What follows belongs to an exercise in optimizing a design on an open flow for a short achievable clock period and few clock cycles; a production flow would make more cautious choices. Function was not checked in any run shown here: the RTL went through the layout flow alone. Power is estimated from default activity; no workload was simulated.

--- design/flow/design.v ---
`default_nettype none
package pio_pkg;
   typedef struct packed {
      logic [5-1:0]  thr_id;
      logic [2-1:0]  buf_id;
      logic [3-1:0] size;
      logic [40-1:0] addr;
      logic [64-1:0] data;
   } ucb_req_t;
   typedef struct packed {
      logic [64-43-1:0] pad;
      logic [43-1:0]             map_addr;
   } pio_hdr_t;
   typedef union packed {
      pio_hdr_t                hdr;
      logic [64-1:0]  raw;
   } pio_payload_u;
   typedef struct packed {
      logic                   is_data;
      logic                   rw;         
      logic [1:0]             dest;
      logic [5-1:0]  thr_id;
      logic [2-1:0]  buf_id;
      logic [3-1:0] size;
      logic                   dword;      
      logic                   word_sel;   
      pio_payload_u           payload;
   } queue_word_t;
   typedef struct packed {
      logic                   rw;
      logic [1:0]             dest;
      logic [15:0]            be;
      logic [64-1:0] ad;
      logic [5-1:0]  thr_id;
      logic [2-1:0]  buf_id;
   } pio_out_t;
   typedef struct packed {
      logic [16-1:0] addr;
      logic [32-1:0]      data;
   } csr_wr_t;
endpackage
`default_nettype wire
`timescale 1ns/1ps
`default_nettype none
module pio_req_unit (
   input  wire logic        clk,
   input  wire logic        rst,
   input  wire logic [3:0]  max_pio,
   input  wire logic        rd_vld,
   input  wire logic        wr_vld,
   input  wire logic [4:0]  req_thr_id,
   input  wire logic [1:0]  req_buf_id,
   input  wire logic [2:0]  req_size,
   input  wire logic [39:0] req_addr,
   input  wire logic [63:0] req_data,
   output logic             req_accepted,
   output logic             csr_wr,
   output logic [15:0]      csr_wr_addr,
   output logic [31:0]      csr_wr_data,
   output logic [15:0]      csr_rd_addr,
   output logic             csr_rd_ack,
   output logic [4:0]       csr_ack_thr,
   output logic [1:0]       csr_ack_buf,
   input  wire logic        pio_pop,
   input  wire logic        rd_done,
   output logic             pio_req,
   output logic             pio_data_vld,
   output logic             pio_out_rw,
   output logic [1:0]       pio_out_dest,
   output logic [15:0]      pio_out_be,
   output logic [63:0]      pio_out_ad,
   output logic [4:0]       pio_out_thr_id,
   output logic [1:0]       pio_out_buf_id
);
   localparam int DEPTH = 16;
   localparam int AW    = 4;
   localparam int EW    = 1 + 2 + 16 + 43 + 5 + 2 + 64;
   logic        acc_q;
   logic        q_rd, q_wr, q_hit;
   logic [4:0]  q_thr;
   logic [1:0]  q_buf;
   logic [2:0]  q_size;
   logic [39:0] q_addr;
   logic [63:0] q_data;
   logic        space;
   logic        hit;
   assign hit = req_addr[39:24] == 16'h8000;
   always_ff @(posedge clk) begin
      q_rd   <= rd_vld;
      q_wr   <= wr_vld;
      q_hit  <= hit;
      q_thr  <= req_thr_id;
      q_buf  <= req_buf_id;
      q_size <= req_size;
      q_addr <= req_addr;
      q_data <= req_data;
   end
   always_ff @(posedge clk) begin
      if (rst)
         acc_q <= 1'b0;
      else
         acc_q <= (rd_vld | wr_vld) & ~hit & space;
   end
   assign req_accepted = (rd_vld | wr_vld) & (hit | space);
   assign csr_wr       = wr_vld & hit;
   assign csr_rd_ack   = rd_vld & hit;
   assign csr_wr_addr  = req_addr[15:0];
   assign csr_wr_data  = req_data[31:0];
   assign csr_rd_addr  = req_addr[15:0];
   assign csr_ack_thr  = req_thr_id;
   assign csr_ack_buf  = req_buf_id;
   logic [42:0] map;
   logic [1:0]  dest;
   logic [7:0]  lane;
   logic [15:0] be;
   always_comb begin
      if (q_addr[39:32] == 8'h80) begin
         if (q_addr[31:28] == 4'h0) begin
            map = {15'h4000, q_addr[27:0]};
            if (q_addr[27:24] == 4'hE)      dest = 2'd2;
            else if (q_addr[27:24] == 4'hF) dest = 2'd3;
            else                            dest = 2'd1;
         end else begin
            map  = {11'h600, q_addr[31:0]};
            dest = 2'd0;
         end
      end else begin
         map = {3'h7, q_addr};
         if (q_addr[39:38] == 2'b11) dest = q_addr[37] ? 2'd3 : 2'd2;
         else                        dest = 2'd1;
      end
      case (q_size)
         3'd0:    lane = 8'h01;
         3'd1:    lane = 8'h03;
         3'd2:    lane = 8'h0f;
         default: lane = 8'hff;
      endcase
      lane = lane << q_addr[2:0];
      if (q_size == 3'd4)  be = 16'hffff;
      else if (q_addr[3])  be = {lane, 8'h00};
      else                 be = {8'h00, lane};
   end
   logic          push;
   logic [EW-1:0] push_e;
   logic [EW-1:0] mem [0:DEPTH-1];
   logic [AW-1:0] wptr, rptr;
   logic [AW:0]   cnt;
   logic          take;
   logic [EW-1:0] head_e;
   assign push   = acc_q;
   assign push_e = {q_rd, dest, be, map, q_thr, q_buf, q_data};
   assign head_e = mem[rptr];
   always_ff @(posedge clk) begin
      if (push)
         mem[wptr] <= push_e;
   end
   always_ff @(posedge clk) begin
      if (rst) begin
         wptr <= '0;
         rptr <= '0;
         cnt  <= '0;
      end else begin
         if (push) wptr <= wptr + 1'b1;
         if (take) rptr <= rptr + 1'b1;
         cnt <= cnt + {{AW{1'b0}}, push} - {{AW{1'b0}}, take};
      end
   end
   assign space = cnt + {{AW{1'b0}}, acc_q} < (AW+1)'(DEPTH);
   logic        o_hdr, o_dat, o_wr;
   logic        o_rw;
   logic [1:0]  o_dest;
   logic [15:0] o_be;
   logic [63:0] o_ad;
   logic [4:0]  o_thr;
   logic [1:0]  o_buf;
   logic [63:0] o_data;
   logic        pop, free;
   logic [4:0]  pend;
   logic        rd_pop;
   assign pop  = pio_pop & (o_hdr | o_dat);
   assign free = ~(o_hdr | o_dat) | pop;
   assign take = free & ~(o_hdr & o_wr) & (cnt != '0);
   assign rd_pop = pop & o_hdr & o_rw;
   always_ff @(posedge clk) begin
      if (rst) begin
         o_hdr <= 1'b0;
         o_dat <= 1'b0;
      end else if (free) begin
         o_hdr <= take;
         o_dat <= o_hdr & o_wr;
      end
   end
   always_ff @(posedge clk) begin
      if (free) begin
         if (o_hdr & o_wr) begin
            o_ad <= o_data;
         end else begin
            {o_rw, o_dest, o_be, o_ad[42:0], o_thr, o_buf, o_data} <= head_e;
            o_ad[63:43] <= '0;
            o_wr <= ~head_e[EW-1];
         end
      end
   end
   always_ff @(posedge clk) begin
      if (rst)
         pend <= '0;
      else if (rd_pop & ~rd_done)
         pend <= pend + 1'b1;
      else if (~rd_pop & rd_done & (pend != '0))
         pend <= pend - 1'b1;
   end
   assign pio_data_vld   = o_dat;
   assign pio_req        = o_hdr & ~(o_rw & (pend > {1'b0, max_pio}));
   assign pio_out_rw     = o_rw;
   assign pio_out_dest   = o_dest;
   assign pio_out_be     = o_be;
   assign pio_out_ad     = o_ad;
   assign pio_out_thr_id = o_thr;
   assign pio_out_buf_id = o_buf;
endmodule
`default_nettype wire
--- design/flow/run.sh ---
#!/bin/bash
# synth_recipe.tcl (not shown) runs the flow's synth.tcl, then flattens the netlist and writes it again
# the make line also repeats each setting of config.mk as NAME=value (left out here)
make -C /OpenROAD-flow-scripts/flow DESIGN_CONFIG=/design/flow/config.mk WORK_HOME=/design/flow/orfs CLKGATE_MAP_FILE= SYNTH_SCRIPT=/design/flow/synth_recipe.tcl finish
--- design/flow/config.mk ---
export PLATFORM = sky130hd
export DESIGN_NAME = pio_req_unit
export DESIGN_NICKNAME = pio_req_unit
export VERILOG_FILES = /design/flow/design.v
export SDC_FILE = /design/flow/constraint.sdc
export NUM_CORES = 4
export LEC_CHECK = 0
export CAP_MARGIN = 20
export CORE_MARGIN = 2
export CORE_UTILIZATION = 40
export SLEW_MARGIN = 20
--- design/flow/constraint.sdc ---
create_clock -name core_clock -period 5.0 [get_ports {clk}]
set_input_delay 1.0000 -clock core_clock [delete_from_list [all_inputs] [get_ports {clk}]]
set_output_delay 1.0000 -clock core_clock [all_outputs]
set_load 0.01 [all_outputs]
==> results of run 1 <==
## per-stage QoR
| step | worst slack [ns] | util [%] | total power [mW] |
|---|---|---|---|
| floorplan | 0.139 | - | 31.3 |
| global placement | 0.929 | 43.2 | 35.4 |
| detailed placement | 0.952 | 43.2 | 35.4 |
| CTS | 0.931 | 46.8 | 53.6 |
| global route | 0.805 | 46.8 | 55.0 |
| finish | 1.04 | 46.8 | 53.1 |
## layer usage
metal  up-vias  GRT usage [%]
li1      17969              -
met1     22851           26.8
met2      1381           31.2
met3       304           2.86
met4         0           5.02
met5         -              0
## worst register-to-register path: cells and delay by family, from the launching register on
| kind | cells | cell delay, ns |
|---|---|---|
| AO/OA/AOI/OAI | 2 | 0.51 |
| buffers and inverters | 2 | 1.31 |
| flip-flops | 1 | 0.49 |
| multiplexers | 1 | 0.42 |
| AND/OR/NAND/NOR | 1 | 0.14 |
## state kept, by name, summed over array words and instances (netlist names), 2 cells and up, named ones only
signal and count:
mem 2112, o_ad 64, o_data 64, q_data 64, q_addr 40, o_be 16, cnt 5, o_thr 5
pend 5, q_thr 5, rptr 4, wptr 4, q_size 3, o_buf 2, o_dest 2, q_buf 2
## cell usage in the layout, fill, tap and decap left out, drive strengths merged, types with 17 or more instances in the layout
cell type,n
mux2i,329
and3,23
edfxtp,2267
inv,23
nor2,127
a211oi,47
nand2,46
clkbuf,306
bufinv,30
and2,23
nor4,63
o21ai,40
dfxtp,140
mux4,425
a21oi,64
clkinv,99
nor3,34
buf,108
clkdlybuf4s50,289
nor2b,49
o22ai,112
mux2,17
## power by group
part / leakage (nW) / internal (mW) / switching, mW
combinational: 6.83 / 4.83 / 5.48
sequential: 21.9 / 23.6 / 0.987
clock: 3.91 / 10.6 / 7.60
total: 32.6 / 39.0 / 14.1
## worst min-delay path by stage
stage | start | slack [ns] | to | depth (start not counted)
2_1_floorplan | pend[3] | 0.47 | pend[3] | 2
3_3_place_gp | rptr[3] | 0.50 | flop | 2
3_5_place_dp | o_data[42] | 0.50 | o_ad[42] | 1
4_1_cts | req_thr_id[1] | 0.49 | q_thr[1] | 1
5_1_grt | req_size[1] | 0.53 | q_size[1] | 1
6_report | o_data[42] | 0.52 | o_ad[42] | 1
## layout make-up
type | count | area, sq um | area share, %
Clock inverter | 144 | 1540 | 1.48
Antenna cell | 2 | 5.00 | 0.00480
Tap cell | 2975 | 3720 | 3.57
Timing Repair Buffer | 397 | 4350 | 4.17
Clock buffer | 306 | 6450 | 6.18
Sequential cell | 2407 | 70900 | 68.0
Multi-Input combinational cell | 1489 | 17300 | 16.6
Inverter | 13 | 48.8 | 0.0468
## cells by family after synthesis
logic type	after synthesis	share of synthesized area (%)
compound gates	290	1.99
xor+xnor	15	0.146
fa+ha+maj	17	0.245
buf+inv	317	1.94
flops	2407	78.9
mux	771	14.5
simple gates	396	2.22
==> notes.md, run 1 <==
* Clock Tree Root: clkbuf_16
* CTS Buffer Depth at 3
* Area grow syn2layout at 16.1%
* Die area at around 230,000 sq um
* DPL Wire Length at roughly 110,000 um
* Number of flops mapped to enable cells by yosys at roughly 2,300
* Worst-case reg-to-reg path depth at 6
* TritonRoute pass-1 iters at 8
* Worst-Margin Slew at 1.13 ns
* Core Region at between 200,000 and 250,000 sq um
* Number of synthesized register bits at approximately 2,400
* Routed WL at roughly 220,000 um
* Most common cell in the synthesized netlist: edfxtp_1
* Fmax at approximately 250 MHz
* CP startpoint kind: input port
* Layout cells sized above 1 at 19.6%
* Synth Warn # at 1
* Post-CTS setup buffers at 0
* Initial antenna violation count at 7
* Critical path's largest stage delay at about 0.55 ns
* Post-synth top area share at about 76%
* Top_reg_cell synth: edfxtp_1
* Relative slew slack at 24.5%
* CP Buf/Inv Count at 3
* Tot GR Track Use at about a fifth
* Crit. End Element: primary output
* Status: complete, no violations
* Die extent in x at around 480 um
* Worst endpoint data arrival time at ~3.0 ns
* CP most frequent cell: clkdlybuf4s50_1
* CP Cell Sequence: clkdlybuf4s50_1, nor4_1, and4_1, inv_1, a21oi_1, clkdlybuf4s50_1
* Site Rows at between 150 and 200
* Largest area contributor in the netlist: edfxtp_1
* Drt via density at about 5.5
* Clock skew at ~0.050 ns
* Via count at roughly 43,000
* Area contributors post-synth: edfxtp_1 (76%), mux4_2 (11%), mux2i_1 (3.7%), dfxtp_1 (3.1%), buf_4 (1.0%)
* First-pass GRT wire length at 315,000 um
* CTS tree: done
* Post-Syn Instances at 4,213
* DR iter-0 viols at slightly below 4,000
* PostCTS Resize Cnt at 0
* Metal2 WL at roughly 110,000 um
* Distinct cells, synth at between 40 and 50
* Pwr dens at approximately 510 nW/um^2
* Placer Congestion at around 0.75
* RSZ-0062 raised after global routing: no
* Minimum clock period at 3.96 ns
* Cell Area, Synth at 89,800 sq um
* Total gr overflow at 0
* Total clock sinks at between 2,000 and 2,500
* DRC Markers at 0
* Max Slew Vio Count at 0
* DR top layer: met4
* # hold bufs at CTS at 0
* Reg clk slew, reported paths at ~0.06 ns
* HP Class: reg -> reg
* Die Ht at about 480 um
* Synth top cells by count: edfxtp_1 (2,267), mux4_2 (425), mux2i_1 (329)
* Design Area, Final at between 100,000 and 150,000 sq um
* Worst endpoint required time at 4.00 ns
* Crit path kind: in -> out
* Post-Layout Cell Count at between 7,000 and 8,000
* Crit path max-delay family: buffers and inverters
* RR Endpoint: o_data[59]
* Fin crit share at 79.1%
* WL met1 at ~96,000 um
* Synth Area per Inst at roughly 21 sq um
* WHS at approximately 0.52 ns
* Worst Setup SP: req_addr[25]
* Placed cell areas at just under 100,000 sq um
* Placed cells at between 7,000 and 8,000
* Pin count of the biggest net entering global routing at ~130
* Sequential share of the synthesized area at between 70% and 80%
* R2R setup slack at roughly 1.8 ns
* Maximum VDD drop at between 0.0003 and 0.0004 V
* Leakage at between 30 and 40 nW
* CP Capture Point: req_accepted
* Port bufs at ~290
* Clock latency (worst-skew pair) at 0.87 ns
* Crit. path cell count at 6
* # nets final at roughly 4,700
* Final setup fails at 0
* CP max-delay cell: clkdlybuf4s50_1
* Final setup TNS at 0 ns
* Crit path max fanout at 4
* Max-cap violation count at 0
* Fillers at about 18,000
* Hold Vio Cnt, Final at 0
* CTS H-tree depth at 4
* Initial Util at between 40% and 50%
* Synth async-reset ratio at 0%
* Antenna-violating nets left at 0
* Syn_nets at approximately 4,400
* Vias in the first global route at 43,242
* I/O pin count at 290
* Mean routed wirelength per cell at around 29 um
* CTS Buf Count at 240
* Met3 WL at 12,000 um
==> run 2: changes to the inputs <==
--- a/design/flow/config.mk
+++ b/design/flow/config.mk
@@ -10,2 +10,4 @@
 export CORE_UTILIZATION = 40
+export SETUP_SLACK_MARGIN = 2.5
 export SLEW_MARGIN = 20
+export TNS_END_PERCENT = 100
==> run 2 against run 1 <==
Largest cell class unchanged. First-iteration DRC count up 30%. Final cell count up 1.4%. Fmax up 27%. Synthesized cell count unchanged. Clock power down 3%. Sequential share of layout area down 0.26 points. Area after synthesis unchanged. Still clean. Total power down 0.15%. Critical path type unchanged.
==> notes.md, run 2 <==
* Final setup fails at 0
* Top_reg_cell synth: edfxtp_1
* Gate power share at 20.2%
* Pwr dens at about 510 nW/um^2
* Die extent in x at around 480 um
* Sequential share of the synthesized area at between 70% and 80%
* Placer Congestion at roughly 0.77
* Most common cell in the synthesized netlist: edfxtp_1
* Crit path max fanout at 1
* Status: complete, no violations
* Post-synth top area share at between 70% and 80%
* RSZ-0062 raised after global routing: yes
* Routed WL at 235,000 um
* Initial Util at 40.3%
* Worst endpoint required time at about 4 ns
* DRC Markers at 0
* Clock skew at 0.0883 ns
* Vias in the first global route at around 44,000
* Area contributors post-synth: edfxtp_1 (76%), mux4_2 (11%), mux2i_1 (3.7%), dfxtp_1 (3.1%), buf_4 (1.0%)
* Maximum VDD drop at 0.000362 V
* HP Class: in -> reg
* WHS at between 0.2 and 0.25 ns
* Crit path kind: in -> out
* Psw at roughly 15 mW
* M3 GR Usage at between 3 and 4%
* Distinct cells, synth at 44
* Most common cell after layout, fill and taps aside: edfxtp_1
* Seq pwr share at 46.3%
* Hold path cells at 1
* Via count at approximately 44,000
* R2R setup slack at approximately 2.5 ns
* Max-cap violation count at 0
* Largest area contributor in the netlist: edfxtp_1
* Number of flops mapped to enable cells by yosys at about 2,300
* M1 GR Usage at slightly below 30%
* Minimum clock period at between 3 and 4 ns
* Antenna-violating nets left at 0
* CP max-delay cell: ha_1
* Worst-Margin Slew at 0.972 ns
* CTS Buf Count at roughly 240
* GR peak layer: met2
* Sw Ratio at 27.7%
* Worst-case reg-to-reg path depth at 5
* Total clock sinks at between 2,000 and 2,500
* Crit. End Element: primary output
* CP startpoint kind: input port
* Syn_nets at between 4,000 and 5,000
* Tot GR Track Use at about a fifth
* Layout cells sized above 1 at between 20% and 30%
* Max Slew Vio Count at 0
* Worst endpoint data arrival time at around 2.1 ns
* Area grow syn2layout at 16.6%
* Initial antenna violation count at 15
* Synth Area per Inst at roughly 21 sq um
* CTS Buffer Depth at 3
* Pint at approximately 38 mW
* Synth top cells by count: edfxtp_1 (2,267), mux4_2 (425), mux2i_1 (329)
* DR iter-0 viols at just over 5,000
* Hold Crit Start: req_addr[37]
* # nets final at ~4,800
* Synth Warn # at 1
* RR Endpoint: o_ad[28]
* Clock Tree Root: clkbuf_16
* Clock latency (worst-skew pair) at 0.90 ns
* Hold Vio Cnt, Final at 0
* Number of synthesized register bits at between 2,000 and 2,500
* Final setup TNS at 0 ns
* Pin count of the biggest net entering global routing at 100
* Die Ht at about 480 um
* Most frequent cells in the layout: edfxtp_1 (2,267), mux4_2 (425), mux2i_1 (329), clkbuf_16 (239), buf_2 (145)
* Worst r2r src: o_hdr
* Seq. cell area at 70,900 sq um
* Reg clk slew, reported paths at approximately 0.06 ns
* Post-Syn Instances at between 4,000 and 5,000
* Relative slew slack at between 30% and 40%
* Site Rows at between 150 and 200
* Fin crit share at between 60% and 70%
* Largest Register: mem
* CP most frequent cell: o21ai_1
* Footprint of the multi-input gates at about 18,000 sq um
* Total gr overflow at 0
* Clk pwr share at between 30% and 40%
* Cell Area, Synth at 89,800 sq um
* CP Cell Sequence: dlygate4sd2_1, ha_1, nand4_1, o21ai_1, a21oi_2, o21ai_1, and2_1, buf_2
* Fmax at 322 MHz
* Die area at roughly 230,000 sq um
* I/O pin count at slightly below 300
* Fillers at approximately 18,000
* Leakage at ~33 nW
* Core Region at 223,000 sq um
* CTS H-tree depth at 4
* Max reg flops at about 2,100
* TritonRoute pass-1 iters at 6
* Port bufs at ~290
* Mean routed wirelength per cell at 29.9 um
* Grt met2 use at ~32%
* DPL Wire Length at 115,000 um
* Synth async-reset ratio at 0%
* Critical path's largest stage delay at 0.28 ns
* CTS tree: done
* Drt via density at roughly 5.6
* First-pass GRT wire length at 332,000 um
* Hold Path Sink: q_addr[37]
[run 2: changes by cell type in the layout (fill, tap and decap cells not counted), moves of 12 or more]
cell | previous run | this run
and2_2 | 1 | 15
buf_2 | 0 | 145
buf_4 | 56 | 110
buf_6 | 0 | 28
bufinv_16 | 30 | 18
clkdlybuf4s50_1 | 289 | 47
dlygate4sd2_1 | 0 | 58
[run 2: per-layer routing]
| layer | routed length [um] | part of all wire, % | vias up |
|---|---|---|---|
| met3 | 17500 | 7.5 | 342 |
| met4 | 5580 | 2.4 | 4 |
| met2 | 112000 | 48 | 1793 |
| met1 | 99400 | 42 | 23821 |
| met5 | 27 | 0.012 | - |
| li1 | - | - | 18211 |
[run 2: logic make-up (layout without fill, tap and decap cells)]
family	after synthesis	count (layout)	synth area share (%)
multiplexers	771	771	14.5
flip-flops	2407	2407	78.9
other	0	8	0
buffers and inverters	317	941	1.94
AO/OA/AOI/OAI	290	290	1.99
adder cells (fa/ha/maj)	17	17	0.245
AND/OR/NAND/NOR	396	417	2.22
XOR/XNOR	15	15	0.146
[run 2: through the flow]
stage / std cells / cell area [sq um] / power, mW / worst slack, ns / util (%)
finish: 7841 / 105000 / 53.0 / 1.89 / 47.0
global route: 7834 / 105000 / 54.9 / 1.77 / 47.0
CTS: 7813 / 104000 / 53.5 / 1.76 / 46.9
detailed placement: 7291 / 96300 / 35.5 / 0.998 / 43.2
global placement: 7291 / 96300 / 35.4 / 0.963 / 43.2
floorplan: 4213 / 89900 / 31.3 / 1.32 / -
[run 2: worst max-delay path: cells and delay by family]
family / cells / cell delay, ns
buf+inv: 2 / 0.37
fa+ha+maj: 1 / 0.28
compound gates: 3 / 0.24
simple gates: 2 / 0.22
[run 2: power by group through the flow]
| stage | Clock, mW | Sequential, mW | Combinational, mW |
|---|---|---|---|
| 5_1_grt | 18.9 | 24.6 | 11.4 |
| 4_1_cts | 18.1 | 24.6 | 10.8 |
| 2_1_floorplan | 0 | 24.5 | 6.85 |
| 6_report | 17.7 | 24.5 | 10.7 |
| 3_3_place_gp | 0 | 25.1 | 10.3 |
| 3_5_place_dp | 0 | 25.1 | 10.3 |
[run 2: worst max-delay path by stage]
stage | start | to | slack (ns) | cells after the start
finish | max_pio[0] | pio_req | 1.89 | 8
global route | pend[1] | pio_req | 1.77 | 7
CTS | pend[1] | pio_req | 1.76 | 7
detailed placement | req_addr[25] | req_accepted | 1.0 | 6
global placement | req_addr[25] | req_accepted | 0.96 | 6
floorplan | pio_pop | cnt[4] | 1.32 | 9
[run 2: layout make-up]
type / instances / share of cell area (%)
Inverter: 13 / 0.0466
Sequential cell: 2407 / 67.7
Antenna cell: 8 / 0.0191
Clock buffer: 305 / 6.04
Multi-Input combinational cell: 1510 / 17.0
Clock inverter: 148 / 1.44
Timing Repair Buffer: 475 / 4.23
Tap cell: 2975 / 3.55
[run 2: timing repair]
item / CTS / global route
gates resized for setup: 827 / 62
endpoints found under the setup margin: 1201 / 533
pin swaps: 29 / 19
setup buffers: 44 / 20
hold buffers: 0 / 0
cloned: 25 / 0
==> run 3: changes to the inputs <==
--- a/design/flow/config.mk
+++ b/design/flow/config.mk
@@ -9,4 +9,5 @@
 export CORE_MARGIN = 2
-export CORE_UTILIZATION = 40
-export SETUP_SLACK_MARGIN = 2.5
+export CORE_UTILIZATION = 55
+export GPL_TIMING_DRIVEN = 1
+export SETUP_SLACK_MARGIN = 3.0
 export SLEW_MARGIN = 20
==> run 3 against run 2 <==
Final cell count fell by 5.9%. Die area fell by 27%. Critical endpoint is now req_accepted. Critical path type unchanged. Global-route usage rose by 11 points. Still clean.
==> notes.md, run 3 <==
* Status: complete, no violations
* CTS tree: done
* CP Cell Sequence: buf_6, nor4_4, buf_6, and4_1, buf_6, inv_2, a21oi_2, buf_2
* Max-cap violation count at 0
* Worst Setup SP: req_addr[28]
* CTS Buffer Depth at 3
* I/O pin count at 290
* Worst endpoint required time at approximately 4 ns
* RR Endpoint: o_be[3]
* Total gr overflow at 0
* Syn_nets at between 4,000 and 5,000
* Sequential share of the synthesized area at between 70% and 80%
* Crit. End Element: primary output
* Fin crit share at roughly two thirds
* Area grow syn2layout at 25.0%
* Core Region at ~160,000 sq um
* Most common cell after layout, fill and taps aside: edfxtp_1
* Cell Area, Synth at around 90,000 sq um
* Total clock sinks at ~2,400
* Area contributors post-synth: edfxtp_1 (76%), mux4_2 (11%), mux2i_1 (3.7%), dfxtp_1 (3.1%), buf_4 (1.0%)
* DR iter-0 viols at 6,334
* Relative slew slack at 38.1%
* Site Rows at about 150
* Initial antenna violation count at 18
* Hold Crit Start: req_buf_id[0]
* Top_reg_cell synth: edfxtp_1
* CTS Buf Count at between 200 and 250
* Vias in the first global route at roughly 46,000
* Leakage at roughly 37 nW
* # nets final at 5,131
* Initial Util at between 50% and 60%
* Final setup TNS at 0 ns
* Clock skew at 0.0331 ns
* Minimum clock period at around 3.2 ns
* DPL Wire Length at ~110,000 um
* Tot GR Track Use at 31.1%
* Hold Vio Cnt, Final at 0
* Placer Congestion at about 0.77
* Post-Syn Instances at around 4,200
* Final setup fails at 0
* CP startpoint kind: input port
* CP most frequent cell: buf_6
* Pwr dens at between 500 and 600 nW/um^2
* Pin count of the biggest net entering global routing at 68
* CP max-delay cell: nor4_4
* Routed WL at about 260,000 um
* Synth async-reset ratio at 0%
* Die Ht at just over 400 um
* Crit path max fanout at 4
* R2R setup slack at between 2 and 2.5 ns
* Max reg flops at ~2,100
* Synth Area per Inst at around 21 sq um
* CTS H-tree depth at 4
* Max Slew Vio Count at 0
* TritonRoute pass-1 iters at 5
* Fmax at 309 MHz
* Largest area contributor in the netlist: edfxtp_1
* Number of synthesized register bits at around 2,400
* Most common cell in the synthesized netlist: edfxtp_1
* Mean routed wirelength per cell at around 36 um
* Die area at 167,000 sq um
* Worst-case reg-to-reg path depth at 9
* DRC Markers at 0
* RSZ-0062 raised after global routing: yes
* Post-synth top area share at between 70% and 80%
* Layout cells sized above 1 at a little over a third
* Critical path's largest stage delay at approximately 0.32 ns
* Most frequent cells in the layout: edfxtp_1 (2,267), mux4_2 (425), mux2i_1 (310), clkbuf_16 (257), buf_6 (206)
* Clock Tree Root: clkbuf_16
* Maximum VDD drop at 0.000423 V
* Synth Warn # at 1
* Number of flops mapped to enable cells by yosys at 2,267
* Crit path kind: in -> out
* Hold path cells at 1
* Antenna-violating nets left at 0
* Distinct cells, synth at between 40 and 50
* WHS at approximately 0.24 ns
* Clock latency (worst-skew pair) at 0.87 ns
* HP Class: in -> reg
* Reg clk slew, reported paths at approximately 0.06 ns
* Hold Path Sink: q_buf[0]
* Worst-Margin Slew at 0.927 ns
* Drt via density at between 6 and 7
* Synth top cells by count: edfxtp_1 (2,267), mux4_2 (425), mux2i_1 (329)
* Die extent in x at a little over 400 um
* Via count at between 40,000 and 50,000
* Worst endpoint data arrival time at 2.24 ns
* First-pass GRT wire length at 359,000 um
* Port bufs at 289
* Largest Register: mem
[run 3: cell counts after synthesis]
No cell type changed its count.
[run 3: kinds of logic (layout without fill, tap and decap cells)]
family | Yosys count | after routing | synth area share, %
flip-flops | 2407 | 2407 | 78.9
multiplexers | 771 | 771 | 14.5
AND/OR/NAND/NOR | 396 | 416 | 2.22
buffers and inverters | 317 | 1281 | 1.94
AO/OA/AOI/OAI | 290 | 290 | 1.99
adder cells (fa/ha/maj) | 17 | 17 | 0.245
XOR/XNOR | 15 | 15 | 0.146
other | 0 | 6 | 0
[run 3: worst max-delay path, delay by kind of cell]
family                 cells  cell delay (ns)
buffers and inverters      5             0.59
AND/OR/NAND/NOR            2             0.53
AO/OA/AOI/OAI              1             0.11
[run 3: what timing repair did]
item / CTS / global route
setup endpoints to repair: 2311 / 1287
pin swaps: 161 / 120
buffers inserted: 237 / 58
hold buffers: 0 / 0
cloned: 119 / 24
resized for setup: 1636 / 168
[run 3: worst max path at each step]
stage                   endpoint
floorplan                 cnt[4]
global placement    req_accepted
detailed placement  req_accepted
CTS                 req_accepted
global route        req_accepted
finish              req_accepted
[run 3: cell type report]
cell class                      count  area, sq um
Sequential cell                  2407        70900
Timing Repair Buffer              826        12100
Fill cell                       10041        50100
Multi-Input combinational cell   1509        18900
Clock buffer                      347         6670
Tap cell                         2175         2720
Inverter                           13         48.8
Clock inverter                     95          950
Antenna cell                        6         15.0
[run 3: power by group]
group | switching, mW | internal [mW] | leakage (nW) | total (mW)
clock | 7.40 | 10.1 | 3.73 | 17.5
sequential | 0.917 | 23.6 | 21.9 | 24.5
combinational | 7.72 | 8.23 | 11.5 | 16.0
[run 3: stage by stage]
step	total power, mW	setup slack, ns	util, %	cells	area, sq um
floorplan	31.4	1.32	-	4213	90000
global placement	35.2	0.668	58.7	6492	95300
detailed placement	35.3	0.768	58.7	6492	95300
CTS	57.1	1.78	68.0	7290	110000
global route	59.6	1.71	69.1	7372	112000
finish	57.9	1.76	69.2	7378	112000
[run 3: per-layer routing]
metal  up-vias  track usage, %  share of wire (%)
met5         -               0              0.038
met4         8            10.3                3.4
met3       429            5.98                9.7
met2      2549            49.4                 48
met1     25082            44.0                 39
li1      18955               -                  -

-- static timing again, ports no longer ideal --
In the flow no input, the clock included, has a driving cell. The finished layouts below were timed again as built, in two steps.
Step 1 (the two cells are an assumption about what drives the block):
set clk [get_ports {clk}]
set_driving_cell -lib_cell sky130_fd_sc_hd__clkbuf_16 $clk
set_driving_cell -lib_cell sky130_fd_sc_hd__buf_2 [delete_from_list [all_inputs] $clk]
Step 2 adds t to the input delays and takes it off the output delays; t is the mean of the earliest and latest rising clock arrival at the registers after step 1. Input paths then give back, and output paths get back, about the clock's delay inside the block.
a / b / c = ideal ports / drivers / drivers and shift; a / b = the first two.
run	t (ns)	setup WS [ns]	clock arrival spread, ns
run 1	0.933	1.045 / 0.977 / 1.019	0.065 / 0.064
run 2	0.936	1.890 / 1.811 / 1.734	0.089 / 0.089
run 3	0.934	1.760 / 1.728 / 1.728	0.035 / 0.035
After both steps every run listed still meets setup and hold. For run 2, which loses most, drivers alone change the setup slack by -0.079 ns; drivers and shift together by -0.156 ns.
